Context: an optimization exercise on an open-source flow, tuned for small area, a short achievable clock period and few clock cycles per item. The choices shown serve that exercise and are no tape-out recipe. Where RTL was checked, it was by simulation tests only, not by an equivalence proof against the original. Power figures rest on the tool's default switching activity, not on a simulated workload.

==> module redmule_mx_norm, before the edit <==
module redmule_mx_norm (
  input logic [15:0] x_i,
  output logic [11:0] el_o
);
  logic [9:0] m, a, b, c, d;
  logic [3:0] sh;
  logic [5:0] ks;
  logic enz;
  assign m = x_i[9:0];
  assign enz = |x_i[14:10];
  assign sh[3] = ~|m[9:2];
  assign a = sh[3] ? {m[1:0], 8'd0} : m;
  assign sh[2] = ~|a[9:6];
  assign b = sh[2] ? {a[5:0], 4'd0} : a;
  assign sh[1] = ~|b[9:8];
  assign c = sh[1] ? {b[7:0], 2'd0} : b;
  assign sh[0] = ~c[9];
  assign d = sh[0] ? {c[8:0], 1'b0} : c;
  assign ks = ~|m ? 6'd0 : 6'd32 - 6'(sh);
  assign el_o[11] = x_i[15];
  assign el_o[10:5] = enz ? {1'b1, x_i[14:10]} : ks;
  assign el_o[4:0] = enz ? {m[9:6], |m[5:0]} : {d[8:5], |d[4:0]};
endmodule
==> flow/config.mk <==
export PLATFORM = sky130hd
export DESIGN_NAME = redmule_mx_encoder
export DESIGN_NICKNAME = redmule_mx_encoder
export VERILOG_FILES = /design/flow/design.v
export SDC_FILE = /design/flow/constraint.sdc
export NUM_CORES = 8
export LEC_CHECK = 0
export CAP_MARGIN = 20
export CORE_MARGIN = 2
export CORE_UTILIZATION = 55
export CTS_CLUSTER_DIAMETER = 150
export CTS_CLUSTER_SIZE = 25
export PLACE_DENSITY = 0.65
export SLEW_MARGIN = 20
export SYNTH_HIERARCHICAL = 1
==> flow/constraint.sdc <==
create_clock -name core_clock -period 55.0 [get_ports {clk_i}]
set_input_delay 11.0000 -clock core_clock [delete_from_list [all_inputs] [get_ports {clk_i}]]
set_output_delay 11.0000 -clock core_clock [all_outputs]
set_load 0.01 [all_outputs]
standard.sh (not shown) runs the stock make flow with config.mk's settings and CLKGATE_MAP_FILE= SYNTH_SCRIPT=/design/flow/synth_recipe.tcl, a recipe that flattens the netlist after the stock synthesis.
==> flow/flow/run.sh <==
#!/bin/bash
# Own layout flow: the standard ORFS flow, with these changes:
#  - synthesis is the standard flow's own script (synth_recipe.tcl) with yosys's generic "abc -fast" pass
#    skipped (SYNTH_ARGS=-noabc) and the final ABC mapping script replaced: flow/abc_leaf.script
#    for the small combinational modules, flow/abc_top.script for the top module. Registers and
#    their names are untouched by either change;
#  - the port buffers are sky130_fd_sc_hd__buf_2 instead of the default choice, and the output
#    ports' buffers become sky130_fd_sc_hd__buf_1 after global placement (flow/post_gpl.tcl);
#  - repair_timing aims for a setup margin of flow/margin.txt ns.
# ORFS writes each step's log under orfs/logs; make's own output goes to make.log here.
set -euo pipefail
W=$PWD
FL=$W/flow
RES=$W/orfs/results/$FLOW_PLATFORM/redmule_mx_encoder/base
MARGIN=$(cat $FL/margin.txt)
cat > $W/own_synth.tcl <<EOT
proc abc {args} {
  set i [lsearch -exact \$args -script]
  set leaf \$args
  lset leaf [expr {\$i + 1}] $FL/abc_leaf.script
  set top \$args
  lset top [expr {\$i + 1}] $FL/abc_top.script
  yosys abc {*}\$leaf redmule_mx_enc redmule_mx_norm
  yosys abc {*}\$top $FLOW_TOP
}
source $W/synth_recipe.tcl
EOT
export BUFFER_PORTS_ARGS="-buffer_cell sky130_fd_sc_hd__buf_2"
export SETUP_SLACK_MARGIN=$MARGIN
export SYNTH_ARGS=-noabc
if [[ -f $FL/post_gpl.tcl ]]; then export POST_GLOBAL_PLACE_TCL=$FL/post_gpl.tcl; fi
make -C $FLOW_HOME DESIGN_CONFIG=$W/config.mk WORK_HOME=$W/orfs CLKGATE_MAP_FILE= \
  SYNTH_SCRIPT=$W/own_synth.tcl "BUFFER_PORTS_ARGS=$BUFFER_PORTS_ARGS" \
  SETUP_SLACK_MARGIN=$MARGIN SYNTH_ARGS=-noabc finish > $W/make.log 2>&1
: # left out here: write the final layout as DEF
==> flow/flow/abc_leaf.script <==
&get -n
&st
&deepsyn -J 300 -T 900
&st
&dch -f
&nf -R 1000
&put
==> flow/flow/abc_top.script <==
&get -n
&st
&deepsyn -J 300 -T 900
&st
&dch -f
&nf -R 1000
&put
==> flow/flow/margin.txt <==
42.5
==> flow/flow/post_gpl.tcl <==
# The output ports drive only their 0.01 pF load: give their buffers the smallest drive.
set n 0
foreach bt [[ord::get_db_block] getBTerms] {
  if {[$bt getIoType] ne "OUTPUT"} continue
  foreach it [[$bt getNet] getITerms] {
    if {![$it isOutputSignal]} continue
    set inst [$it getInst]
    if {[[$inst getMaster] getName] eq "sky130_fd_sc_hd__buf_2"} {
      replace_cell [get_cells [$inst getName]] sky130_fd_sc_hd__buf_1
      incr n
    }
  }
}
puts "post_gpl: $n output port buffers set to sky130_fd_sc_hd__buf_1"
Change:
--- a/flow/design.v
+++ b/flow/design.v
@@ -2,24 +2,29 @@
   input logic [15:0] x_i,
   output logic [11:0] el_o
 );
-  logic [9:0] m, a, b, c, d;
-  logic [3:0] sh;
+  logic [9:0] m, pre, h;
   logic [5:0] ks;
+  logic [4:0] fs;
   logic enz;
   assign m = x_i[9:0];
   assign enz = |x_i[14:10];
-  assign sh[3] = ~|m[9:2];
-  assign a = sh[3] ? {m[1:0], 8'd0} : m;
-  assign sh[2] = ~|a[9:6];
-  assign b = sh[2] ? {a[5:0], 4'd0} : a;
-  assign sh[1] = ~|b[9:8];
-  assign c = sh[1] ? {b[7:0], 2'd0} : b;
-  assign sh[0] = ~c[9];
-  assign d = sh[0] ? {c[8:0], 1'b0} : c;
-  assign ks = ~|m ? 6'd0 : 6'd32 - 6'(sh);
+  always_comb begin
+    pre[9] = 1'b0;
+    for (int i = 8; i >= 0; i--) pre[i] = pre[i + 1] | m[i + 1];
+  end
+  assign h = m & ~pre;
+  always_comb begin
+    ks = '0;
+    for (int i = 0; i < 10; i++) ks = ks | ({6{h[i]}} & 6'(i + 23));
+  end
+  assign fs[4] = |(h[9:1] & m[8:0]);
+  assign fs[3] = |(h[9:2] & m[7:0]);
+  assign fs[2] = |(h[9:3] & m[6:0]);
+  assign fs[1] = |(h[9:4] & m[5:0]);
+  assign fs[0] = |(m[4:0] & pre[8:4]);
   assign el_o[11] = x_i[15];
   assign el_o[10:5] = enz ? {1'b1, x_i[14:10]} : ks;
-  assign el_o[4:0] = enz ? {m[9:6], |m[5:0]} : {d[8:5], |d[4:0]};
+  assign el_o[4:0] = enz ? {m[9:6], |m[5:0]} : fs;
 endmodule
 module redmule_mx_enc (
   input logic [11:0] el_i,
The new run completed with no timing, DRC or antenna violations.
Register-to-register slack degrades by 0.94 ns.
Routed wire length is lower slightly.
Core utilization fell by 3.5 points.
Hold slack gains 0.012 ns.
Sequential power barely changes.
Maximum frequency rises slightly.
Cell count went down slightly.
Testbench counts after the change, summed over its fixed seeds: cycles 2,064, blocks 512.
The RTL of the first run of this note was laid out without a check of its function.

-- afterwards: timing with drivers on the ports --
How much do the figures lean on ideal ports? The routed layouts below were timed once more, with nothing changed but the port constraints. Step 1 sets driving cells, clkbuf_16 on the clock port and buf_2 on the other inputs (assumed; they add their load-dependent delay and slew). Step 2 moves the port delays by t, midway between the first and last clock arrival at a register: inputs arrive t later, outputs are due t later. That takes back most of the time a late clock gives input paths. Three values: ideal ports, drivers, drivers and shift; two values: the first two.
run	shift t [ns]	slack for setup (ns)	latest minus earliest clock arrival (ns)
the first run	0.661	42.417 / 42.442 / 41.780	0.021 / 0.021
the second run	0.667	42.551 / 42.486 / 41.945	0.032 / 0.031
After both steps setup and hold are still met in every run listed. For the first run, which loses most, drivers alone change the setup slack by +0.025 ns; drivers and shift together by -0.637 ns.
